Context: an optimization exercise on an open-source flow, tuned for small area. The choices shown serve that exercise and are no tape-out recipe. In this exercise RTL edits were held to simulation tests only and were not proved equivalent to the original. No activity file was given, so power comes from the tool's default toggle rates. The flow treats the clock pin as an ideal source, which a real chip does not have.

==> flow/design.v <==
`timescale 1ns/1ps
package bp_pkg;
	typedef logic [5:0] alu_op_t;
	localparam alu_op_t OP_BEQ = 6'b001011;
	localparam alu_op_t OP_BLT = 6'b001100;
	localparam alu_op_t OP_BGE = 6'b001101;
	localparam int PC_W = 32;
	typedef logic [PC_W-1:0] pc_t;
	localparam int MAX_IDX_W = 8;
	localparam int TAG_W = 4;
	localparam int MAX_HIST = 32;
	typedef logic [1:0] ctr2_t;
	localparam ctr2_t BASE_INIT = 2'd2;
	typedef logic [2:0] ctr3_t;
	localparam ctr3_t CTR3_TAKEN_MIN = 3'd4;
	localparam ctr3_t ALLOC_TAKEN = 3'd4;
	localparam ctr3_t ALLOC_NOT_TAKEN = 3'd3;
	typedef enum logic [1:0] {
		PROV_BASE = 2'd0,
		PROV_T1 = 2'd1,
		PROV_T2 = 2'd2
	} provider_e;
	typedef struct packed {
		logic valid;
		logic [TAG_W-1:0] tag;
		ctr3_t ctr;
	} tage_entry_t;
	typedef struct packed {
		logic hit;
		ctr3_t ctr;
	} tag_lookup_t;
	typedef struct packed {
		logic valid;
		logic [MAX_IDX_W-1:0] base_idx;
		logic [MAX_IDX_W-1:0] t1_idx;
		logic [TAG_W-1:0] t1_tag;
		logic [MAX_IDX_W-1:0] t2_idx;
		logic [TAG_W-1:0] t2_tag;
		provider_e provider;
		logic pred_taken;
		ctr3_t prov_ctr;
	} branch_rec_t;
	function automatic ctr2_t ctr2_next(input ctr2_t c, input logic up);
		if (up && (c != 2'd3))
			ctr2_next = c + 2'd1;
		else if (!up && (c != 2'd0))
			ctr2_next = c - 2'd1;
		else
			ctr2_next = c;
	endfunction
	function automatic ctr3_t ctr3_next(input ctr3_t c, input logic up);
		if (up && (c != 3'd7))
			ctr3_next = c + 3'd1;
		else if (!up && (c != 3'd0))
			ctr3_next = c - 3'd1;
		else
			ctr3_next = c;
	endfunction
	function automatic logic [MAX_IDX_W-1:0] fold_hist(input logic [MAX_HIST-1:0] hist,
			input int len, input int width);
		logic [MAX_IDX_W-1:0] res;
		res = '0;
		for (int i = 0; i < MAX_HIST; i++) begin
			if (i < len)
				res[i % width] = res[i % width] ^ hist[i];
		end
		fold_hist = res;
	endfunction
endpackage
`timescale 1ns/1ps
module bp_fold (
	input logic [15:0] i_hist,
	output logic [4:0] o_f1_idx,
	output logic [3:0] o_f1_tag,
	output logic [4:0] o_f2_idx,
	output logic [3:0] o_f2_tag
);
	assign o_f1_idx = bp_pkg::fold_hist(32'(i_hist[7:0]), 8, 5);
	assign o_f1_tag = bp_pkg::fold_hist(32'(i_hist[7:0]), 8, 4);
	assign o_f2_idx = bp_pkg::fold_hist(32'(i_hist), 16, 5);
	assign o_f2_tag = bp_pkg::fold_hist(32'(i_hist), 16, 4);
endmodule
`timescale 1ns/1ps
module bp_dec6 (
	input logic [5:0] i_a,
	output logic [63:0] o_y
);
	always_comb begin
		for (int i = 0; i < 64; i++)
			o_y[i] = (i_a == 6'(i));
	end
endmodule
module bp_aor64 (
	input logic [63:0] i_sel,
	input logic [127:0] i_d,
	output logic [1:0] o_y
);
	logic [1:0] part [8];
	for (genvar k = 0; k < 8; k++) begin : g_part
		bp_aor8w2 u_part (.i_sel(i_sel[8*k +: 8]), .i_d(i_d[16*k +: 16]), .o_y(part[k]));
	end
	for (genvar b = 0; b < 2; b++) begin : g_bit
		logic [1:0] l3;
		bp_nor4 u_nor0 (.i_a(part[0][b]), .i_b(part[1][b]), .i_c(part[2][b]), .i_d(part[3][b]),
			.o_y(l3[0]));
		bp_nor4 u_nor1 (.i_a(part[4][b]), .i_b(part[5][b]), .i_c(part[6][b]), .i_d(part[7][b]),
			.o_y(l3[1]));
		bp_nand2 u_out (.i_a(l3[0]), .i_b(l3[1]), .o_y(o_y[b]));
	end
endmodule
module bp_aor8w2 (
	input logic [7:0] i_sel,
	input logic [15:0] i_d,
	output logic [1:0] o_y
);
	always_comb begin
		o_y = '0;
		for (int i = 0; i < 8; i++)
			o_y = o_y | ({2{i_sel[i]}} & i_d[i*2 +: 2]);
	end
endmodule
module bp_nor4 (
	input logic i_a,
	input logic i_b,
	input logic i_c,
	input logic i_d,
	output logic o_y
);
	assign o_y = ~(i_a | i_b | i_c | i_d);
endmodule
`timescale 1ns/1ps
module bp_dec5 (
	input logic [4:0] i_a,
	input logic [4:0] i_b,
	output logic [31:0] o_y
);
	logic [4:0] idx;
	assign idx = i_a ^ i_b;
	always_comb begin
		for (int i = 0; i < 32; i++)
			o_y[i] = (idx == 5'(i));
	end
endmodule
module bp_aor32n (
	input logic [31:0] i_sel,
	input logic [255:0] i_d,
	output logic [7:0] o_yn
);
	for (genvar b = 0; b < 8; b++) begin : g_bit
		logic [10:0] l1;
		logic [2:0] l2;
		for (genvar k = 0; k < 10; k++) begin : g_l1
			bp_aoi222 u_aoi (
				.i_s0(i_sel[3*k]), .i_d0(i_d[(3*k)*8 + b]),
				.i_s1(i_sel[3*k+1]), .i_d1(i_d[(3*k+1)*8 + b]),
				.i_s2(i_sel[3*k+2]), .i_d2(i_d[(3*k+2)*8 + b]),
				.o_y(l1[k])
			);
		end
		bp_aoi22 u_last (
			.i_a(i_sel[30]), .i_b(i_d[30*8 + b]),
			.i_c(i_sel[31]), .i_d(i_d[31*8 + b]),
			.o_y(l1[10])
		);
		bp_nand4 u_n0 (.i_a(l1[0]), .i_b(l1[1]), .i_c(l1[2]), .i_d(l1[3]), .o_y(l2[0]));
		bp_nand4 u_n1 (.i_a(l1[4]), .i_b(l1[5]), .i_c(l1[6]), .i_d(l1[7]), .o_y(l2[1]));
		bp_nand3 u_n2 (.i_a(l1[8]), .i_b(l1[9]), .i_c(l1[10]), .o_y(l2[2]));
		bp_nor3 u_out (.i_a(l2[0]), .i_b(l2[1]), .i_c(l2[2]), .o_y(o_yn[b]));
	end
endmodule
module bp_aoi222 (
	input logic i_s0,
	input logic i_d0,
	input logic i_s1,
	input logic i_d1,
	input logic i_s2,
	input logic i_d2,
	output logic o_y
);
	assign o_y = ~((i_s0 & i_d0) | (i_s1 & i_d1) | (i_s2 & i_d2));
endmodule
module bp_nand3 (
	input logic i_a,
	input logic i_b,
	input logic i_c,
	output logic o_y
);
	assign o_y = ~(i_a & i_b & i_c);
endmodule
module bp_nor3 (
	input logic i_a,
	input logic i_b,
	input logic i_c,
	output logic o_y
);
	assign o_y = ~(i_a | i_b | i_c);
endmodule
module bp_aoi22 (
	input logic i_a,
	input logic i_b,
	input logic i_c,
	input logic i_d,
	output logic o_y
);
	assign o_y = ~((i_a & i_b) | (i_c & i_d));
endmodule
module bp_nand4 (
	input logic i_a,
	input logic i_b,
	input logic i_c,
	input logic i_d,
	output logic o_y
);
	assign o_y = ~(i_a & i_b & i_c & i_d);
endmodule
module bp_nor2 (
	input logic i_a,
	input logic i_b,
	output logic o_y
);
	assign o_y = ~(i_a | i_b);
endmodule
module bp_nand2 (
	input logic i_a,
	input logic i_b,
	output logic o_y
);
	assign o_y = ~(i_a & i_b);
endmodule
`timescale 1ns/1ps
`timescale 1ns/1ps
`timescale 1ns/1ps
module bp_top (
	input logic clk,
	input logic rst_n,
	input bp_pkg::alu_op_t i_alu_op,
	input bp_pkg::pc_t i_pc,
	input bp_pkg::pc_t i_imm,
	input logic i_resolve,
	input logic i_taken,
	output logic o_pred_taken,
	output bp_pkg::pc_t o_next_pc
);
	logic [15:0] hist_q;
	logic [1:0] base_q [64];
	logic [31:0] t1_v_q;
	logic [3:0] t1_tag_q [32];
	logic [2:0] t1_ctr_q [32];
	logic [31:0] t2_v_q;
	logic [3:0] t2_tag_q [32];
	logic [2:0] t2_ctr_q [32];
	logic rec_v_q;
	logic [5:0] rec_base_idx_q;
	logic [4:0] rec_t1_idx_q;
	logic [3:0] rec_t1_tag_q;
	logic [4:0] rec_t2_idx_q;
	logic [3:0] rec_t2_tag_q;
	logic rec_p1_q;    
	logic rec_p2_q;    
	logic [2:0] rec_ctr_q;
	logic [4:0] f1_idx, f2_idx;
	logic [3:0] f1_tag, f2_tag;
	bp_fold u_fold (
		.i_hist(hist_q),
		.o_f1_idx(f1_idx),
		.o_f1_tag(f1_tag),
		.o_f2_idx(f2_idx),
		.o_f2_tag(f2_tag)
	);
	logic [5:0] base_idx;
	logic [4:0] t1_idx, t2_idx;
	logic [3:0] t1_tag, t2_tag;
	assign base_idx = i_pc[7:2];
	assign t1_idx = i_pc[6:2] ^ f1_idx;
	assign t2_idx = i_pc[6:2] ^ f2_idx;
	assign t1_tag = i_pc[10:7] ^ f1_tag;
	assign t2_tag = i_pc[10:7] ^ f2_tag;
	logic [1:0] base_rd;
	logic [2:0] t1_ctr, t2_ctr;
	logic t1_hit, t2_hit;
	logic [31:0] t1_sel, t2_sel;
	logic [255:0] t1_flat, t2_flat;
	logic [7:0] t1_ent, t2_ent;
	always_comb begin
		for (int i = 0; i < 32; i++) begin
			t1_flat[i*8 +: 8] = {t1_v_q[i], t1_tag_q[i], t1_ctr_q[i]};
			t2_flat[i*8 +: 8] = {t2_v_q[i], t2_tag_q[i], t2_ctr_q[i]};
		end
	end
	bp_dec5 u_t1_dec (.i_a(i_pc[6:2]), .i_b(f1_idx), .o_y(t1_sel));
	bp_dec5 u_t2_dec (.i_a(i_pc[6:2]), .i_b(f2_idx), .o_y(t2_sel));
	logic [7:0] t1_ent_n, t2_ent_n;
	bp_aor32n u_t1_rd (.i_sel(t1_sel), .i_d(t1_flat), .o_yn(t1_ent_n));
	bp_aor32n u_t2_rd (.i_sel(t2_sel), .i_d(t2_flat), .o_yn(t2_ent_n));
	assign t1_ent = ~t1_ent_n;
	assign t2_ent = ~t2_ent_n;
	logic [63:0] base_sel;
	logic [127:0] base_flat;
	always_comb begin
		for (int i = 0; i < 64; i++)
			base_flat[i*2 +: 2] = base_q[i];
	end
	bp_dec6 u_base_dec (.i_a(base_idx), .o_y(base_sel));
	bp_aor64 u_base_rd (.i_sel(base_sel), .i_d(base_flat), .o_y(base_rd));
	assign t1_ctr = t1_ent[2:0];
	assign t2_ctr = t2_ent[2:0];
	assign t1_hit = t1_ent[7] && (t1_ent[6:3] == t1_tag);
	assign t2_hit = t2_ent[7] && (t2_ent[6:3] == t2_tag);
	logic is_branch;
	logic prov_dir;
	logic [2:0] prov_ctr;
	assign is_branch = (i_alu_op == bp_pkg::OP_BEQ) || (i_alu_op == bp_pkg::OP_BLT) ||
		(i_alu_op == bp_pkg::OP_BGE);
	always_comb begin
		if (t2_hit)
			prov_ctr = t2_ctr;
		else if (t1_hit)
			prov_ctr = t1_ctr;
		else
			prov_ctr = {1'b0, ~base_rd[1], base_rd[0]};
	end
	assign prov_dir = (t2_hit || t1_hit) ? prov_ctr[2] : prov_ctr[1];
	assign o_pred_taken = is_branch && prov_dir;
	assign o_next_pc = o_pred_taken ? (i_pc + i_imm) : i_pc;
	logic upd, rec_dir, mispred;
	logic base_we, t1_we, t2_we;
	logic [1:0] base_wd;
	logic [2:0] t1_wd, t2_wd;
	logic [2:0] alloc_ctr;
	logic [2:0] step3;
	logic [1:0] step2;
	assign upd = i_resolve && rec_v_q;
	assign rec_dir = (rec_p1_q || rec_p2_q) ? rec_ctr_q[2] : rec_ctr_q[1];
	assign mispred = rec_dir != i_taken;
	assign alloc_ctr = i_taken ? 3'd4 : 3'd3;
	assign step3 = bp_pkg::ctr3_next(rec_ctr_q, i_taken);
	assign step2 = bp_pkg::ctr2_next(rec_ctr_q[1:0], i_taken);
	assign base_we = upd && !rec_p1_q && !rec_p2_q;
	assign t1_we = upd && (rec_p1_q || (!rec_p2_q && mispred));
	assign t2_we = upd && (rec_p2_q || (rec_p1_q && mispred));
	assign base_wd = {~step2[1], step2[0]};
	assign t1_wd = rec_p1_q ? step3 : alloc_ctr;
	assign t2_wd = rec_p2_q ? step3 : alloc_ctr;
	always_ff @(posedge clk or negedge rst_n) begin
		if (!rst_n) begin
			for (int i = 0; i < 64; i++)
				base_q[i] <= 2'd0;
		end else if (base_we) begin
			base_q[rec_base_idx_q] <= base_wd;
		end
	end
	always_ff @(posedge clk or negedge rst_n) begin
		if (!rst_n) begin
			t1_v_q <= '0;
			t2_v_q <= '0;
		end else begin
			for (int i = 0; i < 32; i++) begin
				if (t1_we && (rec_t1_idx_q == 5'(i)))
					t1_v_q[i] <= 1'b1;
				if (t2_we && (rec_t2_idx_q == 5'(i)))
					t2_v_q[i] <= 1'b1;
			end
		end
	end
	always_ff @(posedge clk) begin
		if (t1_we) begin
			t1_tag_q[rec_t1_idx_q] <= rec_t1_tag_q;
			t1_ctr_q[rec_t1_idx_q] <= t1_wd;
		end
		if (t2_we) begin
			t2_tag_q[rec_t2_idx_q] <= rec_t2_tag_q;
			t2_ctr_q[rec_t2_idx_q] <= t2_wd;
		end
	end
	always_ff @(posedge clk or negedge rst_n) begin
		if (!rst_n)
			hist_q <= '0;
		else if (i_resolve)
			hist_q <= {hist_q[14:0], i_taken};
	end
	always_ff @(posedge clk or negedge rst_n) begin
		if (!rst_n)
			rec_v_q <= 1'b0;
		else if (is_branch)
			rec_v_q <= 1'b1;
		else if (i_resolve)
			rec_v_q <= 1'b0;
	end
	always_ff @(posedge clk) begin
		if (is_branch) begin
			rec_base_idx_q <= base_idx;
			rec_t1_idx_q <= t1_idx;
			rec_t1_tag_q <= t1_tag;
			rec_t2_idx_q <= t2_idx;
			rec_t2_tag_q <= t2_tag;
			rec_p1_q <= t1_hit && !t2_hit;
			rec_p2_q <= t2_hit;
			rec_ctr_q <= prov_ctr;
		end
	end
endmodule
==> flow/flow/run.sh <==
#!/bin/bash
# The standard ORFS layout (standard.sh), with these changes:
#  - yosys/abc buffers are removed at floorplan; repair_design re-buffers what needs it
#  - every port still gets a buffer, of the smallest buffer cell
#  - CTS uses fixed sink clusters and adds no dummy loads
#  - after global routing, gates with slack are downsized (RECOVER_POWER), then
#    flow/post_grt.tcl repairs slew, load and setup timing again
# Each tool's full output stays in orfs/logs/; make's own output goes to standard.log.
set -euo pipefail
export REMOVE_ABC_BUFFERS=1
export RECOVER_POWER=100
export POST_GLOBAL_ROUTE_TCL="$PWD/flow/post_grt.tcl"
export BUFFER_PORTS_ARGS="-buffer_cell sky130_fd_sc_hd__buf_1"
export CTS_ARGS="-sink_clustering_enable -repair_clock_nets -sink_clustering_size 30 -sink_clustering_max_diameter 80 -buf_list sky130_fd_sc_hd__clkbuf_16 -dont_use_dummy_load"
bash standard.sh > standard.log 2>&1
==> flow/flow/post_grt.tcl <==
# After power recovery has downsized gates with slack, fix any slew or load
# that the downsizing pushed over the limits, then setup timing again.
global_route -start_incremental
repair_design -slew_margin 5 -cap_margin 5 -match_cell_footprint -verbose
detailed_placement
global_route -end_incremental
estimate_parasitics -global_routing
global_route -start_incremental
repair_timing -setup -setup_margin 0.05 -match_cell_footprint -verbose
detailed_placement
global_route -end_incremental
estimate_parasitics -global_routing
==> flow/standard.sh <==
#!/bin/bash
# synth_recipe.tcl (not shown) runs the flow's synth.tcl, then flattens the netlist and writes it again
# the make line also repeats each setting of config.mk as NAME=value (left out here)
make -C /OpenROAD-flow-scripts/flow DESIGN_CONFIG=/design/flow/config.mk WORK_HOME=/design/flow/orfs CLKGATE_MAP_FILE= SYNTH_SCRIPT=/design/flow/synth_recipe.tcl "${@:-finish}"
==> flow/config.mk <==
export PLATFORM = sky130hd
export DESIGN_NAME = bp_top
export DESIGN_NICKNAME = bp_top
export VERILOG_FILES = /design/flow/design.v
export SDC_FILE = /design/flow/constraint.sdc
export NUM_CORES = 4
export LEC_CHECK = 0
export CAP_MARGIN = 5
export CORE_MARGIN = 2
export CORE_UTILIZATION = 65
export CTS_BUF_LIST = sky130_fd_sc_hd__clkbuf_16
export CTS_CLUSTER_DIAMETER = 80
export CTS_CLUSTER_SIZE = 30
export GPL_TIMING_DRIVEN = 0
export SETUP_SLACK_MARGIN = 0.05
export SLEW_MARGIN = 5
export SYNTH_HIERARCHICAL = 1
==> flow/constraint.sdc <==
create_clock -name core_clock -period 7.0 [get_ports {clk}]
set_input_delay 1.4000 -clock core_clock [delete_from_list [all_inputs] [get_ports {clk}]]
set_output_delay 1.4000 -clock core_clock [all_outputs]
set_load 0.01 [all_outputs]
==> results.toml, run 1 <==
[outcome]
outcome = "timing/DRC/antenna clean"

[clock_network]
cts.repair_timing.setup_buffer_count = 3
clk_pin_slew_ps = 90
cts_tree = "yes"
clockBufferDepth = 3
cts_buffers = 30
cts_hold_buf = 0
insertion_delay_ps = 610
clock_sinks = 686
clockRootBuffer = "clkbuf_16"
htreeDepth = 1
cts-resized-gates = 38

[sta]
worst_hold_slack_ps = 473
fin_crit_ps = 6900
skew_ps = 54.6
fmax_ghz = 0.145
worst_pin_slew_ps = 1220
slew_headroom = 0.185
slew_viol_final = 0
post-route-period-util = 0.986
finalSetupViolCount = 0
finalHoldViolCount = 0

[power_and_ir_drop]
power.leakage_uw = 0.0113
vdd_ir_drop_max_mv = 0.243
power_density_nw_per_um2 = 303
power_uw = 9590

[finish]
regArea_um2 = 19600
layout-drive-gt1-share = 0.111
fillCellCount = 3002
syn_to_final_growth_pct = 7.83
multi_input_area_um2 = 9790
fin_nets = 2466
final_cells = 2947

[synthesis]
synthMuxAreaShare = 0.0107
synth_top_family_by_area = "compound AO/OA/AOI/OAI gates"
synth_fa_ha_area_frac = 0.0156
synth-compound-area-share = 0.134
yosys.area_share.simple = 0.131
synth_ff_type = "edfxtp_1"
synth_edf_count = 477
syn_inst = 2244
synth_xor_area_frac = 0.0318
async_reset_ff_frac = 0.305
syn-cell-area_um2 = 29400
synth_cell_types = 75
syn-mean-instance-area_um2 = 13.1
synth_seq_cells = 686
ys_seq_area_frac = 0.666
yosysWarnings = 14

[global_routing]
antenna_found_initial = 2
grt_max_degree = 41
grt_usage = 0.301
grt-ovfl-total = 0
grt_pass1_vias = 19200
grt_pass1_wl_mm = 109

[die]
core_um2 = 44400
die_area_um2 = 46900
die_height_um = 217
ioPinCount = 107
row_count = 77
start_util = 0.661
die_w_um = 217

[setup_path]
crit_path_end_kind = "output pin"
cp.arrival_ps = 5500
slowest_stage = "a222oi_1"
cpMostUsedCell = "a31oi_4"
path_class = "in2out"
crit_path_cell_trace = "buf_4 > xnor2_1 > nand2_2 > nor2_1 > a222oi_1 > nand4_1 > nor3_2 > xnor3_1 > nor3_4 > a31oi_4 > a31oi_4 > inv_4 > mux2_1 > buf_1"
worstSetupStartpointType = "input port"
crit_fanout = 13
worstPathRequired_ps = 5600
r2r_slack_ps = 2750
slowest_delay_ps = 590

[min_path]
worstHoldPathType = "reg2reg"

[placement]
place.gp.congestion = 0.917
io_buffer_count = 106
hpwl_mm = 48.6
dpl.cell_count = 2894

[drt]
num_vias = 19800
postRouteAntennaNets = 0
routed_wirelength_mm = 71.5
drc_errors = 0
drt_iter0_drc = 2797
wl_per_cell_um = 24.3
viasPerCell = 6.73
first_pass_iters = 8

[flow_run]
cap_violations = 0
path summary, 6_finish.rpt:
path                             from       endpoint  cells after the start
max                           i_pc[2]  o_next_pc[21]                     14
min                        t2_v_q[22]     t2_v_q[22]                      1
max reg2reg                 hist_q[6]   rec_ctr_q[2]                     13
min reg2reg                t2_v_q[22]     t2_v_q[22]                      1
max in group asynchronous       rst_n     t1_v_q[27]                      5
min in group asynchronous       rst_n  base_q[55][1]                      1
cell usage in the layout, fill, tap and decap left out, drive strengths merged, types with 54 or more instances in the layout:
cell,instances
nand4,54
buf,122
a222oi,160
dfrtp,209
nand2,219
a21oi,78
a22oi,82
or2,69
edfxtp,477
nor2,266
xor2,55
o21ai,145
through the flow:
stage / setup slack (ps) / TNS [ps] / utilization / cell area (µm²)
final: 96.1 / 0 / 0.713 / 31700
after CTS: 64.6 / 0 / 0.710 / 31500
after detailed placement: -1350 / -36620 / 0.688 / 30600
after global placement: -5620 / -1216590 / 0.680 / 30200
after floorplan: 943 / 0 / - / 29100
per-module statistics from Yosys, one instance, submodules excluded, a selection:
module	flops+latches	copies in the design	cell area, µm²	cells inside
bp_nor3	0	16	10.0	1
bp_nor4	0	4	12.5	1
bp_nand4	0	32	6.26	1
bp_top	686	1	25300	1690
bp_dec6	0	1	465	95
bp_aoi222	0	160	10.0	1
bp_aor8w2	0	8	72.6	10
synth_stat cells, drive strengths merged (9+ instances only):
cell type	number	area, µm²
a21o	11	82.6
a21oi	78	390
a222oi	160	1600
a22oi	82	696
a31oi	9	71.3
and2	9	56.3
and3	13	81.3
buf	19	118
clkbuf	46	174
dfrtp	209	5230
edfxtp	477	14300
ha	35	438
inv	13	51.3
mux2	25	304
nand2	219	822
nand2b	16	100
nand3	50	250
nand4	54	338
nor2	266	998
nor2b	12	75.1
nor3	43	300
nor4	15	119
o21ai	145	737
or2	69	432
xnor2	36	315
xor2	55	482
worst max-delay path, delay by kind of cell:
kind                   cells  cell delay (ps)
buffers and inverters      3              560
multiplexers               1              360
AND/OR/NAND/NOR            5             1340
XOR/XNOR                   2              460
AO/OA/AOI/OAI              3             1350
metal layers:
metal,track usage,share of wire,vias up
met5,0,0.00017,-
met4,0.0799,0.021,2
met3,0.0316,0.082,110
met2,0.504,0.49,879
met1,0.428,0.41,9909
li1,-,-,8941
flip-flops by register name, indices dropped and copies added (netlist names), 5 cells and up:
name,cells
base_q,128
hist_q,16
rec_base_idx_q,6
rec_t1_idx_q,5
rec_t2_idx_q,5
t1_ctr_q,96
t1_tag_q,128
t1_v_q,32
t2_ctr_q,96
t2_tag_q,128
t2_v_q,32
report_power, final:
part           total (µW)  internal (µW)  switching, µW
clock network        1890            765           1130
registers            4570           4450            114
logic                3140           1120           2010
area by class of cell:
cell class	instances	area share
clock buffers	30	0.0237
repair buffers	142	0.0245
well taps	592	0.0234
multi-input cells	1483	0.309
flip-flops and latches	686	0.618
diodes	1	0.0000790
inverters	13	0.00162
kinds of logic after synthesis:
| logic type | count (synthesis) |
|---|---|
| mux | 26 |
| xor+xnor | 97 |
| flops | 686 |
| fa+ha+maj | 36 |
| buf+inv | 78 |
| compound gates | 527 |
| simple gates | 794 |
==> inputs of run 2 (changes only) <==
--- a/flow/design.v
+++ b/flow/design.v
@@ -82,51 +82,40 @@
 endmodule
 `timescale 1ns/1ps
-module bp_dec6 (
-	input logic [5:0] i_a,
-	output logic [63:0] o_y
+module bp_dec5p (
+	input logic [4:0] i_a,
+	output logic [31:0] o_y
 );
 	always_comb begin
-		for (int i = 0; i < 64; i++)
-			o_y[i] = (i_a == 6'(i));
+		for (int i = 0; i < 32; i++)
+			o_y[i] = (i_a == 5'(i));
 	end
 endmodule
-module bp_aor64 (
-	input logic [63:0] i_sel,
+module bp_aor32x4 (
+	input logic [31:0] i_sel,
 	input logic [127:0] i_d,
-	output logic [1:0] o_y
+	output logic [3:0] o_y
 );
-	logic [1:0] part [8];
-	for (genvar k = 0; k < 8; k++) begin : g_part
-		bp_aor8w2 u_part (.i_sel(i_sel[8*k +: 8]), .i_d(i_d[16*k +: 16]), .o_y(part[k]));
+	logic [3:0] part [4];
+	for (genvar k = 0; k < 4; k++) begin : g_part
+		bp_aor8w4 u_part (.i_sel(i_sel[8*k +: 8]), .i_d(i_d[32*k +: 32]), .o_y(part[k]));
 	end
-	for (genvar b = 0; b < 2; b++) begin : g_bit
+	for (genvar b = 0; b < 4; b++) begin : g_bit
 		logic [1:0] l3;
-		bp_nor4 u_nor0 (.i_a(part[0][b]), .i_b(part[1][b]), .i_c(part[2][b]), .i_d(part[3][b]),
-			.o_y(l3[0]));
-		bp_nor4 u_nor1 (.i_a(part[4][b]), .i_b(part[5][b]), .i_c(part[6][b]), .i_d(part[7][b]),
-			.o_y(l3[1]));
+		bp_nor2 u_nor0 (.i_a(part[0][b]), .i_b(part[1][b]), .o_y(l3[0]));
+		bp_nor2 u_nor1 (.i_a(part[2][b]), .i_b(part[3][b]), .o_y(l3[1]));
 		bp_nand2 u_out (.i_a(l3[0]), .i_b(l3[1]), .o_y(o_y[b]));
 	end
 endmodule
-module bp_aor8w2 (
+module bp_aor8w4 (
 	input logic [7:0] i_sel,
-	input logic [15:0] i_d,
-	output logic [1:0] o_y
+	input logic [31:0] i_d,
+	output logic [3:0] o_y
 );
 	always_comb begin
 		o_y = '0;
 		for (int i = 0; i < 8; i++)
-			o_y = o_y | ({2{i_sel[i]}} & i_d[i*2 +: 2]);
+			o_y = o_y | ({4{i_sel[i]}} & i_d[i*4 +: 4]);
 	end
 endmodule
-module bp_nor4 (
-	input logic i_a,
-	input logic i_b,
-	input logic i_c,
-	input logic i_d,
-	output logic o_y
-);
-	assign o_y = ~(i_a | i_b | i_c | i_d);
-endmodule
 `timescale 1ns/1ps
 module bp_dec5 (
@@ -295,12 +284,14 @@
 	assign t1_ent = ~t1_ent_n;
 	assign t2_ent = ~t2_ent_n;
-	logic [63:0] base_sel;
+	logic [31:0] base_sel;
 	logic [127:0] base_flat;
+	logic [3:0] base_row;
 	always_comb begin
 		for (int i = 0; i < 64; i++)
 			base_flat[i*2 +: 2] = base_q[i];
 	end
-	bp_dec6 u_base_dec (.i_a(base_idx), .o_y(base_sel));
-	bp_aor64 u_base_rd (.i_sel(base_sel), .i_d(base_flat), .o_y(base_rd));
+	bp_dec5p u_base_dec (.i_a(base_idx[5:1]), .o_y(base_sel));
+	bp_aor32x4 u_base_rd (.i_sel(base_sel), .i_d(base_flat), .o_y(base_row));
+	assign base_rd = base_idx[0] ? base_row[3:2] : base_row[1:0];
 	assign t1_ctr = t1_ent[2:0];
 	assign t2_ctr = t2_ent[2:0];
==> results.toml, run 2 <==
[sta]
skew_ps = 61.4
slew_headroom = 0.150
fin_setup_tns_ps = 0
finalWorstSetupSlack_ps = 198
fin_crit_ps = 6800
slew_viol_final = 0
worst_pin_slew_ps = 1260
finalSetupViolCount = 0
post-route-period-util = 0.972
fmax_ghz = 0.147
finalHoldViolCount = 0

[finish]
reg.largest.list = "base_q (128), t1_tag_q (128), t2_tag_q (128)"
syn_to_final_growth_pct = 8.08
regArea_um2 = 19600
fillCellCount = 2987
layout-drive-gt1-share = 0.108
multi_input_area_um2 = 9530
fin_nets = 2431
mostFrequentLayoutCells = "edfxtp_1 (477), nor2_1 (241), dfrtp_1 (207)"
final_common_cell = "edfxtp_1"
antennaDiodeCount = 0

[placement]
place.gp.congestion = 0.952
hpwl_mm = 52.9
io_buffer_count = 106
dpl_worst_slack_ps = -948

[synthesis]
syn-cell-area_um2 = 29200
synth_top_area_frac = 0.491
ys_seq_area_frac = 0.671
yosysWarnings = 14
syn-mean-instance-area_um2 = 13.2
synth_ff_type = "edfxtp_1"
yosysMostFrequentCell = "edfxtp_1"
syn_inst = 2201
synthTopCellsByArea = "edfxtp_1 (49%), dfrtp_1 (18%), a222oi_1 (5.5%)"
synth.largest_area_cell = "edfxtp_1"
async_reset_ff_frac = 0.305
synth_cell_types = 72
synth_edf_count = 477
synth_seq_cells = 686
synth_common_cells = "edfxtp_1 (477), nor2_1 (259), dfrtp_1 (209)"

[power_and_ir_drop]
power_density_nw_per_um2 = 307
power.leakage_uw = 0.0113
vdd_ir_drop_max_mv = 0.293

[setup_path]
cp.arrival_ps = 5400
path_depth = 17
critical_path.top_delay_family = "simple AND/OR/NAND/NOR gates"
slowest_delay_ps = 520
r2r_slack_ps = 2960
worstPathRequired_ps = 5600
crit_path_cell_trace = "buf_4 > xor2_1 > nand3_1 > nor2_1 > a222oi_1 > nand4_1 > nor3_2 > xnor3_1 > nor2_1 > nand2_1 > inv_2 > o31ai_4 > buf_16 > inv_2 > and4_1 > or3_1 > buf_1"
slowest_stage = "a222oi_1"
worstSetupStartpointType = "input port"
crit_path_end_kind = "output pin"
critPathBufInv = 5
path_class = "in2out"
r2r_cells = 14
crit_fanout = 29

[flow_run]
cap_violations = 0

[clock_network]
cts_tree = "yes"
cts-resized-gates = 45
clock_sinks = 686
htreeDepth = 2
insertion_delay_ps = 590
cts_buffers = 34
cts.repair_timing.setup_buffer_count = 2
clk_pin_slew_ps = 80
clockRootBuffer = "clkbuf_16"
cts_hold_buf = 0
clockBufferDepth = 3

[die]
core_um2 = 44200
die_w_um = 216
die_area_um2 = 46600
start_util = 0.659
die_height_um = 216
row_count = 77
ioPinCount = 107

[global_routing]
use_met3 = 0.0434
use_met1 = 0.463
antenna_found_initial = 0
grt_usage = 0.320
grt_pass1_vias = 19100
met2_usage = 0.507
grt-ovfl-total = 0
grt_pass1_wl_mm = 113
grt_max_degree = 42
busiest_layer = "met2"

[outcome]
outcome = "timing/DRC/antenna clean"

[drt]
postRouteAntennaNets = 0
drc_errors = 0
wl_per_cell_um = 25.6
routed_wirelength_mm = 74.5
num_vias = 19800
drt_iter0_drc = 3066
first_pass_iters = 6
viasPerCell = 6.82

[min_path]
worstHoldPathCells = 1
worstHoldPathType = "reg2reg"
run 2: cell count changes after synthesis, sizes merged, moves of 6 or more:
cell     previous run  this run
o211ai              2         8
a21oi              78        94
nand4bb             6         0
nor2              266       259
o21ai             145       123
nand4              54        60
nor3               43        35
nor2b              12        18
clkbuf             46        38
nand2             219       208
nor4               15         6
run 2: modules after synthesis (local to each module, per instance), a selection:
| module | area, µm² | flops+latches |
|---|---|---|
| bp_aoi22 | 12.5 | 0 |
| bp_aor8w4 | 145 | 0 |
| bp_dec5 | 263 | 0 |
| bp_fold | 216 | 0 |
| bp_nand2 | 3.75 | 0 |
| bp_nand4 | 6.26 | 0 |
| bp_nor2 | 3.75 | 0 |
| bp_nor3 | 10.0 | 0 |
| bp_top | 25300 | 686 |
run 2: layer usage:
metal | wire length [µm] | share of wire
met5 | 0 | 0
met4 | 2960 | 0.040
met3 | 6510 | 0.087
met2 | 34900 | 0.47
met1 | 30200 | 0.40
run 2: path summary, 6_finish.rpt:
kind                                 endpoint  startpoint
worst max register to register   rec_ctr_q[1]   hist_q[2]
max in group asynchronous           hist_q[3]       rst_n
worst min register to register     t2_v_q[10]  t2_v_q[10]
worst max-delay path            o_next_pc[31]     i_pc[6]
worst min-delay path               t2_v_q[10]  t2_v_q[10]
min in group asynchronous       base_q[51][1]       rst_n
run 2: kinds of logic after synthesis:
logic type,share of synthesized area
adders and majority gates,0.0157
AOI/OAI and AO/OA,0.136
DFF,0.671
muxes,0.0101
buffers and inverters,0.0102
and+or+nand+nor,0.125
xor gates and xnor gates,0.0323
run 2: worst register-to-register path: stages, from the launching register on:
cell      delay, ps
dfrtp_2         470
xor2_4          300
xor2_2          310
xnor2_1         200
nand3_1         290
nor2_1          220
a222oi_1        520
nand4_1         250
nor3_2          340
xnor3_1         260
nor2_1          140
nand2_1         150
inv_2           150
nand2_1          70
o31a_1          110
run 2: per-stage QoR:
| step | cells | total power [µW] | cell area (µm²) | utilization | hold slack [ps] |
|---|---|---|---|---|---|
| floorplan | 2148 | 6470 | 28900 | - | 438 |
| global placement | 2846 | 7400 | 30100 | 0.680 | 450 |
| detailed placement | 2863 | 7480 | 30500 | 0.689 | 452 |
| CTS | 2899 | 9530 | 31400 | 0.710 | 471 |
| finish | 2911 | 9670 | 31500 | 0.713 | 472 |
run 2: where the power goes:
group | internal, µW | switching (µW)
clock network | 874 | 1180
logic | 1100 | 1950
registers | 4450 | 116
total | 6420 | 3250
run 2: layout make-up:
cell class                      count  share of cell area
Clock buffer                       34              0.0270
Sequential cell                   686               0.620
Timing Repair Buffer              137              0.0247
Multi-Input combinational cell   1445               0.302
Inverter                           17             0.00202
Tap cell                          592              0.0235
==> inputs of run 3 (changes only) <==
--- a/flow/flow/post_grt.tcl
+++ b/flow/flow/post_grt.tcl
@@ -7,5 +7,5 @@
 estimate_parasitics -global_routing
 global_route -start_incremental
-repair_timing -setup -setup_margin 0.05 -match_cell_footprint -verbose
+repair_timing -setup -setup_margin 0.1 -match_cell_footprint -verbose
 detailed_placement
 global_route -end_incremental
--- a/flow/config.mk
+++ b/flow/config.mk
@@ -13,5 +13,6 @@
 export CTS_CLUSTER_SIZE = 30
 export GPL_TIMING_DRIVEN = 0
-export SETUP_SLACK_MARGIN = 0.05
+export PLACE_DENSITY = 0.8
+export SETUP_SLACK_MARGIN = 0.1
 export SLEW_MARGIN = 5
 export SYNTH_HIERARCHICAL = 1
==> results.toml, run 3 <==
[drt]
postRouteAntennaNets = 0
first_pass_iters = 9
wl_met1_mm = 27.1
routed_wirelength_mm = 71.9
wl_met2_mm = 34.6
drt_iter0_drc = 3179
route.met3.wl_mm = 6.71
drc_errors = 0
num_vias = 20100
viasPerCell = 6.89
wl_per_cell_um = 24.7
top_layer_used = "met5"

[clock_network]
cts-resized-gates = 33
insertion_delay_ps = 610
cts_buffers = 29
htreeDepth = 1
clockBufferDepth = 3
clock_sinks = 686
clk_pin_slew_ps = 50
cts_hold_buf = 0
cts.repair_timing.setup_buffer_count = 6
clockRootBuffer = "clkbuf_16"
cts_tree = "yes"

[setup_path]
crit_path_cell_trace = "clkbuf_4 > xor2_1 > nand2_2 > nor2_1 > a222oi_1 > nand4_1 > nor3_1 > nor2b_1 > mux2_1 > nor3b_4 > o31ai_4 > buf_12 > buf_8 > inv_2 > and4_1 > or3_1 > buf_1"
worstSetupStartpointType = "input port"
critPathBufInv = 5
worstPathRequired_ps = 5600
path_class = "in2out"
crit_path_end_kind = "output pin"
slowest_stage = "nor2_1"
crit_fanout = 19
slowest_delay_ps = 680
cp.arrival_ps = 5440
critical_path.top_delay_family = "simple AND/OR/NAND/NOR gates"

[placement]
hpwl_mm = 50.1
place.gp.congestion = 0.933
io_buffer_count = 106
dpl_worst_slack_ps = -1140
dpl.cell_count = 2864

[finish]
fin_nets = 2433
antennaDiodeCount = 0
final_common_cell = "edfxtp_1"
final_cells = 2913
mostFrequentLayoutCells = "edfxtp_1 (477), nor2_1 (242), dfrtp_1 (205)"
reg.largest.list = "base_q (128), t1_tag_q (128), t2_tag_q (128)"
layout-drive-gt1-share = 0.106
syn_to_final_growth_pct = 7.85
final_util = 0.711

[die]
die_height_um = 216
core_um2 = 44200
start_util = 0.659
die_area_um2 = 46600
die_w_um = 216
row_count = 77
ioPinCount = 107

[synthesis]
syn-mean-instance-area_um2 = 13.2
ys_seq_area_frac = 0.671
synth_cell_types = 72
synth_seq_cells = 686
synth_top_area_frac = 0.491
synthTopCellsByArea = "edfxtp_1 (49%), dfrtp_1 (18%), a222oi_1 (5.5%)"
synth_common_cells = "edfxtp_1 (477), nor2_1 (259), dfrtp_1 (209)"
yosysWarnings = 14
syn-cell-area_um2 = 29200
synth_ff_type = "edfxtp_1"
async_reset_ff_frac = 0.305
yosysMostFrequentCell = "edfxtp_1"
synth.largest_area_cell = "edfxtp_1"
synth_edf_count = 477
syn_inst = 2201

[global_routing]
grt_pass1_vias = 19300
grt-ovfl-total = 0
grt_max_degree = 39
grt_usage = 0.305
grt_pass1_wl_mm = 109
antenna_found_initial = 2

[power_and_ir_drop]
switching_share = 0.339
clkPwrFrac = 0.195
combPwrFrac = 0.331
vdd_ir_drop_max_mv = 0.365
seqPwrFrac = 0.475
p_switching_uw = 3270
power_density_nw_per_um2 = 307
p_int_uw = 6370
power.leakage_uw = 0.0113

[min_path]
worstHoldPathType = "reg2reg"

[sta]
fin_crit_ps = 6840
finalHoldViolCount = 0
worst_pin_slew_ps = 1220
slew_viol_final = 0
finalSetupViolCount = 0
fmax_ghz = 0.146
slew_headroom = 0.189
skew_ps = 73.9
finalWorstSetupSlack_ps = 164
post-route-period-util = 0.977

[outcome]
outcome = "timing/DRC/antenna clean"

[flow_run]
cap_violations = 0
run 3: changes by cell type in the layout (fill, tap and decap cells not counted), sizes merged:
cell    previous run  this run
buf              121       124
clkbuf            50        49
run 3: layout make-up:
cell class,instances,area [µm²]
timing repair buffer,144,837
sequential,686,19600
tap,592,741
inverter,17,63.8
multi-input combinational,1445,9520
fill,2922,12800
clock buffer,29,726
run 3: worst paths after layout:
check,start,slack (ps),end,cells after the start
setup reg to reg,hist_q[4],2940,rec_ctr_q[1],14
setup / recovery,i_pc[2],160,o_next_pc[31],17
max in group asynchronous,rst_n,4600,base_q[27][1],6
min in group asynchronous,rst_n,600,t2_v_q[8],1
hold reg to reg,t1_v_q[8],470,t1_v_q[8],1
hold / removal,t1_v_q[8],470,t1_v_q[8],1
run 3: power by group through the flow:
| stage | Combinational (µW) | Sequential (µW) | Clock (µW) |
|---|---|---|---|
| floorplan | 1870 | 4600 | 0 |
| global placement | 2680 | 4640 | 0 |
| detailed placement | 2780 | 4640 | 0 |
| CTS | 2850 | 4560 | 1890 |
| finish | 3190 | 4580 | 1880 |
run 3: cell families after synthesis:
| family | Yosys count | synth area share |
|---|---|---|
| AO/OA/AOI/OAI | 528 | 0.136 |
| XOR/XNOR | 96 | 0.0323 |
| AND/OR/NAND/NOR | 759 | 0.125 |
| adder cells (fa/ha/maj) | 36 | 0.0157 |
| flip-flops | 686 | 0.671 |
| buffers and inverters | 70 | 0.0102 |
| multiplexers | 26 | 0.0101 |
run 3: metal layers:
metal | vias up | track usage
li1 | 8787 | -
met1 | 9822 | 0.425
met2 | 1227 | 0.493
met3 | 239 | 0.0381
met4 | 4 | 0.131
met5 | - | 0
run 3: metrics by stage:
stage / setup TNS (ps) / instance area [µm²] / total power [µW] / hold WS, ps
finish: 0 / 31500 / 9640 / 470
CTS: 0 / 31300 / 9300 / 472
detailed placement: -24750 / 30400 / 7420 / 453
global placement: -1197490 / 30100 / 7320 / 452
floorplan: 0 / 28900 / 6470 / 438
run 3: Yosys stat by module (local to each module, per instance), excerpt:
module | copies in the design | area, µm²
bp_dec5p | 1 | 221
bp_nor2 | 8 | 3.75
bp_nand2 | 4 | 3.75
bp_aoi22 | 16 | 12.5
bp_top | 1 | 25300
bp_dec5 | 2 | 263
bp_nand4 | 32 | 6.26
bp_aoi222 | 160 | 10.0
bp_nor3 | 16 | 10.0
bp_aor8w4 | 4 | 145
bp_nand3 | 16 | 5.00
bp_fold | 1 | 216
==> inputs of run 4 (changes only) <==
--- a/flow/flow/run.sh
+++ b/flow/flow/run.sh
@@ -12,4 +12,4 @@
 export POST_GLOBAL_ROUTE_TCL="$PWD/flow/post_grt.tcl"
 export BUFFER_PORTS_ARGS="-buffer_cell sky130_fd_sc_hd__buf_1"
-export CTS_ARGS="-sink_clustering_enable -repair_clock_nets -sink_clustering_size 30 -sink_clustering_max_diameter 80 -buf_list sky130_fd_sc_hd__clkbuf_16 -dont_use_dummy_load"
+export CTS_ARGS="-sink_clustering_enable -repair_clock_nets -sink_clustering_size 32 -sink_clustering_max_diameter 100 -buf_list sky130_fd_sc_hd__clkbuf_16 -dont_use_dummy_load"
 bash standard.sh > standard.log 2>&1
==> results.toml, run 4 <==
[outcome]
outcome = "timing/DRC/antenna clean"

[die]
start_util = 0.659
ioPinCount = 107
row_count = 77
die_w_um = 216
core_um2 = 44200
die_area_um2 = 46600
die_height_um = 216

[synthesis]
yosysMostFrequentCell = "edfxtp_1"
ys_seq_area_frac = 0.671
synth_common_cells = "edfxtp_1 (477), nor2_1 (259), dfrtp_1 (209)"
synthTopCellsByArea = "edfxtp_1 (49%), dfrtp_1 (18%), a222oi_1 (5.5%)"
synth_edf_count = 477
async_reset_ff_frac = 0.305
synth_top_area_frac = 0.491
synth.largest_area_cell = "edfxtp_1"
syn-cell-area_um2 = 29200
syn-mean-instance-area_um2 = 13.2
synth_ff_type = "edfxtp_1"
synth_cell_types = 72
yosysWarnings = 14
syn_inst = 2201
synth_seq_cells = 686

[global_routing]
antenna_found_initial = 2
grt_pass1_wl_mm = 108
grt-ovfl-total = 0
grt_pass1_vias = 19200
grt_max_degree = 39
grt_usage = 0.303

[clock_network]
clock_sinks = 686
cts_hold_buf = 0
clk_pin_slew_ps = 80
clockBufferDepth = 3
cts.repair_timing.setup_buffer_count = 7
cts_tree = "yes"
clockRootBuffer = "clkbuf_16"
cts_buffers = 25
htreeDepth = 1
cts-resized-gates = 33
insertion_delay_ps = 590

[sta]
post-route-period-util = 0.980
slew_headroom = 0.164
finalHoldViolCount = 0
skew_ps = 42.1
fin_setup_tns_ps = 0
fmax_ghz = 0.146
worst_pin_slew_ps = 1240
finalSetupViolCount = 0
fin_crit_ps = 6860
slew_viol_final = 0

[finish]
final_cells = 2910
fillCellCount = 2958
syn_to_final_growth_pct = 7.42
fin_nets = 2430
antennaDiodeCount = 0
mostFrequentLayoutCells = "edfxtp_1 (477), nor2_1 (248), dfrtp_1 (205)"
reg.largest.list = "base_q (128), t1_tag_q (128), t2_tag_q (128)"
final_common_cell = "edfxtp_1"
layout-drive-gt1-share = 0.102

[setup_path]
worstSetupStartpointType = "input port"
slowest_delay_ps = 610
r2r-end = "rec_ctr_q[1]"
cp.arrival_ps = 5460
crit_path_end_kind = "output pin"
r2r_cells = 14
path_class = "in2out"
rr_startpoint = "hist_q[4]"
slowest_stage = "a222oi_1"
crit_fanout = 19
worstPathRequired_ps = 5600
r2r_slack_ps = 3000
crit_path_cell_trace = "clkbuf_4 > xor2_1 > nand2_2 > nor2_1 > a222oi_1 > nand4_1 > nor3_2 > xor3_1 > nand3_1 > nor3b_4 > o31ai_4 > buf_12 > buf_8 > inv_2 > o221ai_1 > or3_1 > buf_1"

[placement]
dpl.cell_count = 2864
hpwl_mm = 50.1
place.gp.congestion = 0.933
io_buffer_count = 106

[flow_run]
cap_violations = 0

[power_and_ir_drop]
power.leakage_uw = 0.0112
vdd_ir_drop_max_mv = 0.296
power_density_nw_per_um2 = 303
power_uw = 9500

[min_path]
min_from = "t2_v_q[8]"
worstHoldPathCells = 1
worstHoldPathType = "reg2reg"
holdPathEnd = "t2_v_q[8]"

[drt]
drt_iter0_drc = 3341
wl_per_cell_um = 24.6
first_pass_iters = 7
drc_errors = 0
viasPerCell = 6.84
num_vias = 19900
postRouteAntennaNets = 0
routed_wirelength_mm = 71.7
-- run 4: cell counts after synthesis --
No cell type changed its count.
-- run 4: area by class of cell --
cell class	instances	area, µm²	area share
clock buffers	25	626	0.0200
well taps	592	741	0.0236
repair buffers	145	845	0.0270
flip-flops and latches	686	19600	0.624
inverters	17	63.8	0.00204
multi-input cells	1445	9490	0.303
-- run 4: kinds of logic (layout without fill, tap and decap cells) --
group,Yosys count,in the layout,synth area share
AOI/OAI and AO/OA,528,528,0.136
muxes,26,26,0.0101
buffers and inverters,70,187,0.0102
xor gates and xnor gates,96,96,0.0323
DFF,686,686,0.671
adders and majority gates,36,36,0.0157
and+or+nand+nor,759,759,0.125
-- run 4: metrics by stage --
stage	instance area, µm²	setup WS, ps	util	hold WS (ps)
6_report	31300	142	0.708	475
4_1_cts	31200	121	0.706	477
3_5_place_dp	30400	-1140	0.688	453
3_3_place_gp	30100	-5540	0.680	452
2_1_floorplan	28900	581	-	438
-- run 4: power by group --
part / internal (µW) / total [µW] / leakage, µW / switching [µW]
registers: 4450 / 4580 / 0.00715 / 123
logic: 1180 / 3150 / 0.00378 / 1970
clock network: 647 / 1770 / 0.000308 / 1120
-- run 4: layer usage --
| metal | global-route usage | up-vias | wire, µm |
|---|---|---|---|
| met5 | 0 | - | 27 |
| met4 | 0.124 | 4 | 3000 |
| met3 | 0.0405 | 207 | 6960 |
| met2 | 0.487 | 1191 | 34600 |
| met1 | 0.423 | 9731 | 27100 |
| li1 | - | 8781 | - |
-- run 4: how the worst max path moves through the flow --
stage | start | to | slack (ps) | cells after the start
finish | i_pc[2] | o_next_pc[31] | 140 | 17
floorplan | i_pc[6] | o_next_pc[31] | 580 | 13
CTS | i_pc[2] | o_next_pc[31] | 120 | 17
global placement | rst_n | t1_v_q[1] | -5540 | 1
detailed placement | i_pc[3] | o_next_pc[31] | -1140 | 17
-- run 4: per-module statistics from Yosys, one instance, submodules excluded, a selection --
module,times used,flip-flops and latches
bp_fold,1,0
bp_aor8w4,4,0
bp_nand3,16,0
bp_top,1,686
bp_nand4,32,0
bp_dec5p,1,0
bp_dec5,2,0
bp_nand2,4,0
bp_nor2,8,0
-- run 4: critical path: cells and delay by family --
kind                   cells  cell delay, ps
buffers and inverters      5             790
XOR/XNOR                   2             490
AO/OA/AOI/OAI              3             850
AND/OR/NAND/NOR            7            1900
==> inputs of run 5 (changes only) <==
--- a/flow/flow/run.sh
+++ b/flow/flow/run.sh
@@ -12,4 +12,4 @@
 export POST_GLOBAL_ROUTE_TCL="$PWD/flow/post_grt.tcl"
 export BUFFER_PORTS_ARGS="-buffer_cell sky130_fd_sc_hd__buf_1"
-export CTS_ARGS="-sink_clustering_enable -repair_clock_nets -sink_clustering_size 32 -sink_clustering_max_diameter 100 -buf_list sky130_fd_sc_hd__clkbuf_16 -dont_use_dummy_load"
+export CTS_ARGS="-sink_clustering_enable -repair_clock_nets -sink_clustering_size 30 -sink_clustering_max_diameter 100 -buf_list sky130_fd_sc_hd__clkbuf_16 -dont_use_dummy_load"
 bash standard.sh > standard.log 2>&1
==> results.toml, run 5 <==
[setup_path]
crit_start = "i_pc[2]"
worstSetupStartpointType = "input port"
r2r_cells = 14
path_class = "in2out"
critPathBufInv = 5
r2r-end = "rec_ctr_q[0]"
slowest_delay_ps = 630
slowest_stage = "a222oi_1"
r2r_slack_ps = 2940
worstSetupEndpoint = "o_next_pc[31]"
path_depth = 17
crit_fanout = 19
crit_path_cell_trace = "buf_4 > xor2_1 > nand2_2 > nor2_1 > a222oi_1 > nand4_1 > nor3_2 > xor3_1 > nand3_1 > nor3b_4 > o31ai_4 > buf_12 > buf_8 > inv_2 > o221ai_1 > or3_1 > buf_1"
worstPathRequired_ps = 5600
crit_path_end_kind = "output pin"
rr_startpoint = "hist_q[5]"
critical_path.top_delay_family = "simple AND/OR/NAND/NOR gates"
cp.arrival_ps = 5500

[flow_run]
cap_violations = 0

[global_routing]
grt_max_degree = 39
grt-ovfl-total = 0
grt_usage = 0.304
antenna_found_initial = 2
grt_pass1_vias = 19200
grt_pass1_wl_mm = 109

[synthesis]
syn-cell-area_um2 = 29200
synth_edf_count = 477
synth_top_area_frac = 0.491
ys_seq_area_frac = 0.671
synthTopCellsByArea = "edfxtp_1 (49%), dfrtp_1 (18%), a222oi_1 (5.5%)"
synth_common_cells = "edfxtp_1 (477), nor2_1 (259), dfrtp_1 (209)"
yosysWarnings = 14
syn_inst = 2201
async_reset_ff_frac = 0.305
syn-mean-instance-area_um2 = 13.2
synth.largest_area_cell = "edfxtp_1"
synth_ff_type = "edfxtp_1"
synth_seq_cells = 686
synth_cell_types = 72
yosysMostFrequentCell = "edfxtp_1"

[clock_network]
cts-resized-gates = 37
clockRootBuffer = "clkbuf_16"
clock_sinks = 686
clk_pin_slew_ps = 110
cts_buffers = 26
htreeDepth = 1
insertion_delay_ps = 620
cts_hold_buf = 0
cts_tree = "yes"
clockBufferDepth = 3
cts.repair_timing.setup_buffer_count = 4

[die]
start_util = 0.659
die_height_um = 216
die_w_um = 216
ioPinCount = 107
row_count = 77
die_area_um2 = 46600
core_um2 = 44200

[power_and_ir_drop]
p_switching_uw = 3230
clkPwrFrac = 0.188
seqPwrFrac = 0.482
p_int_uw = 6260
switching_share = 0.340
power_uw = 9490
power_density_nw_per_um2 = 302
power.leakage_uw = 0.0113
combPwrFrac = 0.329
vdd_ir_drop_max_mv = 0.248

[finish]
final_util = 0.710
fillCellCount = 2946
mostFrequentLayoutCells = "edfxtp_1 (477), nor2_1 (245), dfrtp_1 (205)"
final_common_cell = "edfxtp_1"
fin_nets = 2431
layout-drive-gt1-share = 0.103
reg.largest.list = "base_q (128), t1_tag_q (128), t2_tag_q (128)"
syn_to_final_growth_pct = 7.60
final_cell_area_um2 = 31400

[sta]
slew_headroom = 0.198
worst_pin_slew_ps = 1200
skew_ps = 60.5
finalSetupViolCount = 0
slew_viol_final = 0
fmax_ghz = 0.145
finalHoldViolCount = 0
fin_crit_ps = 6900
post-route-period-util = 0.985
fin_setup_tns_ps = 0

[placement]
dpl-instance-area_um2 = 30400
place.gp.congestion = 0.933
io_buffer_count = 106
hpwl_mm = 50.1

[drt]
drc_errors = 0
routed_wirelength_mm = 72.0
wl_per_cell_um = 24.7
drt_iter0_drc = 3240
postRouteAntennaNets = 0
first_pass_iters = 10
num_vias = 20100
viasPerCell = 6.89

[outcome]
outcome = "timing/DRC/antenna clean"

[min_path]
worstHoldPathType = "reg2reg"
## run 5: cell counts after synthesis
Identical to the previous run, type by type.
## run 5: cell type report
class                           count  area (µm²)  share of cell area
Sequential cell                   686       19600               0.623
Clock buffer                       26         651              0.0207
Inverter                           17        63.8             0.00203
Multi-Input combinational cell   1445        9510               0.303
Timing Repair Buffer              145         852              0.0272
Tap cell                          592         741              0.0236
Antenna cell                        1        2.50           0.0000798
## run 5: worst min-delay path by stage
stage | depth (start not counted) | startpoint | to | slack (ps)
4_1_cts | 1 | t2_v_q[19] | t2_v_q[19] | 480
6_report | 1 | t2_v_q[24] | t2_v_q[24] | 480
3_3_place_gp | 1 | t2_v_q[6] | t2_v_q[6] | 450
2_1_floorplan | 1 | t1_v_q[0] | t1_v_q[0] | 440
3_5_place_dp | 1 | t1_v_q[8] | t1_v_q[8] | 450
## run 5: kinds of logic (layout without fill, tap and decap cells)
family	Yosys count	after routing	share of synthesized area
AOI/OAI and AO/OA	528	528	0.136
other	0	1	0
xor gates and xnor gates	96	96	0.0323
muxes	26	26	0.0101
DFF	686	686	0.671
adders and majority gates	36	36	0.0157
and+or+nand+nor	759	759	0.125
buffers and inverters	70	188	0.0102
## run 5: worst reg2reg max path, delay by kind of cell, from the launching register on
family	cells	cell delay (ps)
buffers and inverters	1	180
xor gates and xnor gates	3	720
and+or+nand+nor	7	1540
AOI/OAI and AO/OA	3	850
DFF	1	490
## run 5: per-module statistics from Yosys (local to each module, per instance), a selection
module     area (µm²)  times used  flip-flops and latches  cells
bp_nand4         6.26          32                       0      1
bp_nand3         5.00          16                       0      1
bp_nor3          10.0          16                       0      1
bp_aoi22         12.5          16                       0      1
bp_aoi222        10.0         160                       0      1
bp_dec5           263           2                       0     54
bp_nand2         3.75           4                       0      1
bp_aor8w4         145           4                       0     20
bp_dec5p          221           1                       0     47
bp_top          25300           1                     686   1689
bp_fold           216           1                       0     25
bp_nor2          3.75           8                       0      1
## run 5: metal layers
metal  part of all wire  up-vias  track usage
li1                   -     8790            -
met1               0.38     9839        0.421
met2               0.48     1228        0.494
met3              0.095      195       0.0379
met4              0.042        2        0.130
met5            0.00015        -            0
## run 5: metrics by stage
step | worst slack, ps | std cells | hold slack [ps]
final | 103 | 2912 | 479
after CTS | 102 | 2894 | 479
after detailed placement | -1140 | 2864 | 453
after global placement | -5540 | 2846 | 452
after floorplan | 581 | 2148 | 438
## run 5: power groups by stage
stage	Combinational, µW	Sequential [µW]	Clock, µW
3_3_place_gp	2680	4640	0
3_5_place_dp	2780	4640	0
2_1_floorplan	1870	4600	0
4_1_cts	2840	4560	1810
6_report	3130	4580	1790
==> inputs of run 6 (changes only) <==
--- a/flow/config.mk
+++ b/flow/config.mk
@@ -8,5 +8,5 @@
 export CAP_MARGIN = 5
 export CORE_MARGIN = 2
-export CORE_UTILIZATION = 65
+export CORE_UTILIZATION = 67
 export CTS_BUF_LIST = sky130_fd_sc_hd__clkbuf_16
 export CTS_CLUSTER_DIAMETER = 80
==> results.toml, run 6 <==
[clock_network]
cts-resized-gates = 36
clock_sinks = 686
insertion_delay_ps = 600
cts.repair_timing.setup_buffer_count = 4
clockRootBuffer = "clkbuf_16"
cts_hold_buf = 0
cts_tree = "yes"
clk_pin_slew_ps = 100
cts_buffers = 26
clockBufferDepth = 3
htreeDepth = 1

[synthesis]
synth_edf_count = 477
yosysMostFrequentCell = "edfxtp_1"
synth_common_cells = "edfxtp_1 (477), nor2_1 (259), dfrtp_1 (209)"
synth.largest_area_cell = "edfxtp_1"
synth_ff_type = "edfxtp_1"
syn-mean-instance-area_um2 = 13.2
ys_seq_area_frac = 0.671
syn-cell-area_um2 = 29200
async_reset_ff_frac = 0.305
synthTopCellsByArea = "edfxtp_1 (49%), dfrtp_1 (18%), a222oi_1 (5.5%)"
synth_seq_cells = 686
synth_cell_types = 72
synth_top_area_frac = 0.491
yosysWarnings = 14
syn_inst = 2201

[finish]
layout-drive-gt1-share = 0.113
multi_input_area_um2 = 9570
final_common_cell = "edfxtp_1"
fin_nets = 2425
syn_to_final_growth_pct = 7.45
antennaDiodeCount = 0
mostFrequentLayoutCells = "edfxtp_1 (477), nor2_1 (227), dfrtp_1 (205)"
reg.largest.list = "base_q (128), t1_tag_q (128), t2_tag_q (128)"
regArea_um2 = 19600
fillCellCount = 2803
final_cells = 2898

[min_path]
worstHoldPathType = "reg2reg"
min_from = "t2_v_q[10]"
holdPathEnd = "t2_v_q[10]"
worstHoldPathCells = 1

[sta]
slew_viol_final = 0
finalHoldViolCount = 0
finalSetupViolCount = 0
fin_crit_ps = 6760
slew_headroom = 0.114
fin_setup_tns_ps = 0
worst_pin_slew_ps = 1320
post-route-period-util = 0.965
fmax_ghz = 0.148
skew_ps = 25.0

[setup_path]
worstSetupStartpointType = "input port"
critPathBufInv = 6
slowest_delay_ps = 520
r2r-end = "rec_ctr_q[0]"
worstPathRequired_ps = 5600
r2r_cells = 13
rr_startpoint = "hist_q[0]"
cp.arrival_ps = 5360
cpMostUsedCell = "buf_4"
crit_path_cell_trace = "buf_6 > xor2_1 > nand2_2 > buf_4 > nor2_1 > a222oi_1 > nand4_1 > nor3_2 > xor3_1 > a41oi_2 > o31ai_1 > buf_4 > buf_8 > inv_2 > and4_1 > or3_1 > buf_1"
path_class = "in2out"
crit_fanout = 30
r2r_slack_ps = 3000
slowest_stage = "nor2_1"
crit_path_end_kind = "output pin"
critical_path.top_delay_family = "simple AND/OR/NAND/NOR gates"

[flow_run]
cap_violations = 0

[global_routing]
antenna_found_initial = 1
grt_pass1_wl_mm = 108
grt_pass1_vias = 19200
grt_usage = 0.315
grt_max_degree = 40
grt-ovfl-total = 0

[die]
ioPinCount = 107
die_height_um = 213
start_util = 0.678
die_area_um2 = 45200
die_w_um = 213
core_um2 = 43000
row_count = 76

[drt]
drc_errors = 0
first_pass_iters = 7
postRouteAntennaNets = 0
wl_per_cell_um = 24.4
top_layer_used = "met5"
wl_met2_mm = 33.7
route.met3.wl_mm = 6.66
drt_iter0_drc = 3227
viasPerCell = 6.90
routed_wirelength_mm = 70.8
num_vias = 20000
wl_met1_mm = 26.9

[placement]
io_buffer_count = 106
hpwl_mm = 49.6
place.gp.congestion = 0.982
dpl.cell_count = 2855

[power_and_ir_drop]
vdd_ir_drop_max_mv = 0.252
power.leakage_uw = 0.0112
power_density_nw_per_um2 = 300

[outcome]
outcome = "timing/DRC/antenna clean"
[run 6: cell count changes in the layout (fill, tap and decap cells not counted), sizes merged]
cell,delta
diode,-1
dlymetal6s6s,-1
buf,-4
clkbuf,-1
[run 6: worst reg2reg max path: stages (launching register included)]
cell      delay (ps)
dfrtp_1          530
xor2_4           330
xor2_1           340
nand2_2          170
buf_4            200
nor2_1           520
a222oi_1         250
nand4_1          260
nor3_2           100
xor3_1           290
nand4_1          230
o21ai_0          470
nand2_1           90
o21ai_0           80
[run 6: modules after synthesis (local to each module, per instance), a selection]
module	area [µm²]	times used
bp_nand2	3.75	4
bp_aoi222	10.0	160
bp_aoi22	12.5	16
bp_dec5	263	2
bp_nor2	3.75	8
bp_dec5p	221	1
bp_fold	216	1
bp_nand4	6.26	32
bp_nand3	5.00	16
bp_aor8w4	145	4
bp_nor3	10.0	16
bp_top	25300	1
[run 6: per-layer routing]
metal  GRT usage  vias up
met5           0        -
met4       0.138        2
met3      0.0433      225
met2       0.505     1238
met1       0.439     9748
li1            -     8780
[run 6: power by group]
part | internal (µW) | switching [µW] | total (µW)
clock network | 670 | 1110 | 1780
registers | 4450 | 121 | 4570
logic | 1140 | 1910 | 3050
total | 6260 | 3140 | 9400
[run 6: cells by family after synthesis]
| group | synth area share |
|---|---|
| simple gates | 0.125 |
| fa+ha+maj | 0.0157 |
| xor+xnor | 0.0323 |
| compound gates | 0.136 |
| mux | 0.0101 |
| buf+inv | 0.0102 |
| flops | 0.671 |
[run 6: layout make-up]
cell class,count,area share
clock buffer,26,0.0208
timing repair buffer,139,0.0243
tap,585,0.0234
sequential,686,0.624
multi-input combinational,1445,0.305
inverter,17,0.00204
[run 6: through the flow]
step	hold WS (ps)	cell area, µm²	total power (µW)	worst slack, ps	utilization
detailed placement	454	30400	7350	-1340	0.707
CTS	479	31200	9130	107	0.725
global placement	450	30100	7280	-5630	0.699
floorplan	438	28900	6470	581	-
finish	479	31300	9400	242	0.729
[run 6: how the worst max path moves through the flow]
stage	from	to	slack, ps	cells past startpoint
after detailed placement	i_pc[3]	o_next_pc[31]	-1340	15
after floorplan	i_pc[6]	o_next_pc[31]	580	13
after CTS	hist_q[6]	o_next_pc[27]	110	19
final	i_pc[3]	o_next_pc[31]	240	17
after global placement	rst_n	t1_v_q[25]	-5630	1
==> inputs of run 7 (changes only) <==
==> flow/flow/run.sh (replaced) <==
#!/bin/bash
# Standard ORFS layout with three changes: yosys/abc buffers are removed at floorplan
# (repair_design re-buffers what needs it), ports get the smallest buffer cell, and
# CTS adds no dummy loads. Each tool's output stays in orfs/logs; make's own output
# goes to standard.log.
set -euo pipefail
export REMOVE_ABC_BUFFERS=1
export RECOVER_POWER=100
export POST_GLOBAL_ROUTE_TCL="$PWD/flow/post_grt.tcl"
export BUFFER_PORTS_ARGS="-buffer_cell sky130_fd_sc_hd__buf_1"
export CTS_ARGS="-sink_clustering_enable -repair_clock_nets -sink_clustering_size 30 -sink_clustering_max_diameter 100 -buf_list sky130_fd_sc_hd__clkbuf_16 -dont_use_dummy_load"
bash standard.sh > standard.log 2>&1
--- a/flow/config.mk
+++ b/flow/config.mk
@@ -8,5 +8,5 @@
 export CAP_MARGIN = 5
 export CORE_MARGIN = 2
-export CORE_UTILIZATION = 67
+export CORE_UTILIZATION = 65
 export CTS_BUF_LIST = sky130_fd_sc_hd__clkbuf_16
 export CTS_CLUSTER_DIAMETER = 80
==> results.toml, run 7 <==
[outcome]
outcome = "timing/DRC/antenna clean"

[power_and_ir_drop]
switching_share = 0.340
p_int_uw = 6260
p_switching_uw = 3230
clkPwrFrac = 0.188
combPwrFrac = 0.329
vdd_ir_drop_max_mv = 0.248
seqPwrFrac = 0.482
power.leakage_uw = 0.0113

[die]
ioPinCount = 107
row_count = 77
core_um2 = 44200
die_area_um2 = 46600
start_util = 0.659

[sta]
skew_ps = 60.5
slew_viol_final = 0
slew_headroom = 0.198
fin_crit_ps = 6900
finalWorstSetupSlack_ps = 103
finalHoldViolCount = 0
post-route-period-util = 0.985
worst_pin_slew_ps = 1200
fmax_ghz = 0.145

[setup_path]
crit_path_cell_trace = "buf_4 > xor2_1 > nand2_2 > nor2_1 > a222oi_1 > nand4_1 > nor3_2 > xor3_1 > nand3_1 > nor3b_4 > o31ai_4 > buf_12 > buf_8 > inv_2 > o221ai_1 > or3_1 > buf_1"
worstSetupStartpointType = "input port"
critical_path.top_delay_family = "simple AND/OR/NAND/NOR gates"
slowest_stage = "a222oi_1"
path_class = "in2out"
cp.arrival_ps = 5500
slowest_delay_ps = 630
critPathBufInv = 5

[global_routing]
antenna_found_initial = 2
busiest_layer = "met2"
grt-ovfl-total = 0
grt_pass1_wl_mm = 109
grt_max_degree = 39
grt_usage = 0.304
use_met3 = 0.0379
use_met1 = 0.421

[placement]
dpl-instance-area_um2 = 30400
dpl_worst_slack_ps = -1140
hpwl_mm = 50.1
dpl.cell_count = 2864

[clock_network]
cts_buffers = 26
cts.repair_timing.setup_buffer_count = 4
htreeDepth = 1
cts-resized-gates = 37
cts_hold_buf = 0
clock_sinks = 686

[drt]
first_pass_iters = 10
num_vias = 20100
routed_wirelength_mm = 72.0
drt_iter0_drc = 3240
drc_errors = 0
viasPerCell = 6.89
postRouteAntennaNets = 0

[min_path]
worstHoldPathType = "reg2reg"

[synthesis]
syn-mean-instance-area_um2 = 13.2
synth.largest_area_cell = "edfxtp_1"
syn_inst = 2201
yosysWarnings = 14
synth_edf_count = 477
async_reset_ff_frac = 0.305
ys_seq_area_frac = 0.671
synthTopCellsByArea = "edfxtp_1 (49%), dfrtp_1 (18%), a222oi_1 (5.5%)"
synth_common_cells = "edfxtp_1 (477), nor2_1 (259), dfrtp_1 (209)"

[finish]
final_common_cell = "edfxtp_1"
reg.largest.list = "base_q (128), t1_tag_q (128), t2_tag_q (128)"
mostFrequentLayoutCells = "edfxtp_1 (477), nor2_1 (245), dfrtp_1 (205)"
final_cells = 2912

[flow_run]
cap_violations = 0
## run 7: cell count changes in the layout (fill, tap and decap cells not counted), sizes merged
cell,change
buf,+4
clkbuf,+1
diode,+1
dlymetal6s6s,+1
## run 7: logic make-up (layout without fill, tap and decap cells)
family / after synthesis / count (layout) / share of synthesized area
AND/OR/NAND/NOR: 759 / 759 / 0.125
AO/OA/AOI/OAI: 528 / 528 / 0.136
flip-flops: 686 / 686 / 0.671
XOR/XNOR: 96 / 96 / 0.0323
multiplexers: 26 / 26 / 0.0101
buffers and inverters: 70 / 188 / 0.0102
other: 0 / 1 / 0
adder cells (fa/ha/maj): 36 / 36 / 0.0157
## run 7: routing by layer
layer | up-vias | wire [µm]
li1 | 8790 | -
met1 | 9839 | 27400
met2 | 1228 | 34800
met3 | 195 | 6810
met4 | 2 | 2990
met5 | - | 11
## run 7: power groups by stage
stage	Clock [µW]	Sequential [µW]	Combinational (µW)
after floorplan	0	4600	1870
after global placement	0	4640	2680
after detailed placement	0	4640	2780
after CTS	1810	4560	2840
final	1790	4580	3130
## run 7: area by class of cell
| class | instances | area [µm²] |
|---|---|---|
| Sequential cell | 686 | 19600 |
| Fill cell | 2946 | 12800 |
| Multi-Input combinational cell | 1445 | 9510 |
| Timing Repair Buffer | 145 | 852 |
| Tap cell | 592 | 741 |
| Clock buffer | 26 | 651 |
| Inverter | 17 | 63.8 |
| Antenna cell | 1 | 2.50 |
## run 7: stage by stage
stage          total power, µW  hold slack [ps]
3_5_place_dp              7420              453
2_1_floorplan             6470              438
3_3_place_gp              7320              452
4_1_cts                   9200              479
6_report                  9490              479
## run 7: worst paths after layout
kind,depth (start not counted),start,end,slack [ps]
worst max-delay path,17,i_pc[2],o_next_pc[31],100
worst min-delay path,1,t2_v_q[24],t2_v_q[24],480
worst max register to register,14,hist_q[5],rec_ctr_q[0],2940
worst min register to register,1,t2_v_q[24],t2_v_q[24],480
max in group asynchronous,6,rst_n,base_q[21][0],4600
min in group asynchronous,1,rst_n,t2_v_q[7],660
## run 7: modules after synthesis (local to each module, per instance), a selection
module	cells	copies in the design	cell area (µm²)
bp_nor3	1	16	10.0
bp_nand4	1	32	6.26
bp_nor2	1	8	3.75
bp_aoi222	1	160	10.0
bp_aor8w4	20	4	145
bp_top	1689	1	25300
bp_nand2	1	4	3.75
bp_dec5p	47	1	221
## run 7: worst register-to-register path, stage by stage (launching register included)
cell      delay, ps
dfrtp_1         490
xor2_4          240
buf_4           180
xor2_1          190
nand2_2         240
nor2_1          210
a222oi_1        630
nand4_1         330
nor3_2          330
xor3_1          290
nand4_1         220
nand2_1         110
o21ai_0         150
nand2_1         100
o21ai_0          70

Setup slack of run 7, layout unchanged: 0.103 ns with ideal ports, 0.032 ns with driving cells assumed (clock clkbuf_16, inputs buf_2), 0.032 ns with port delays also shifted by the 0.643 ns mid clock arrival.
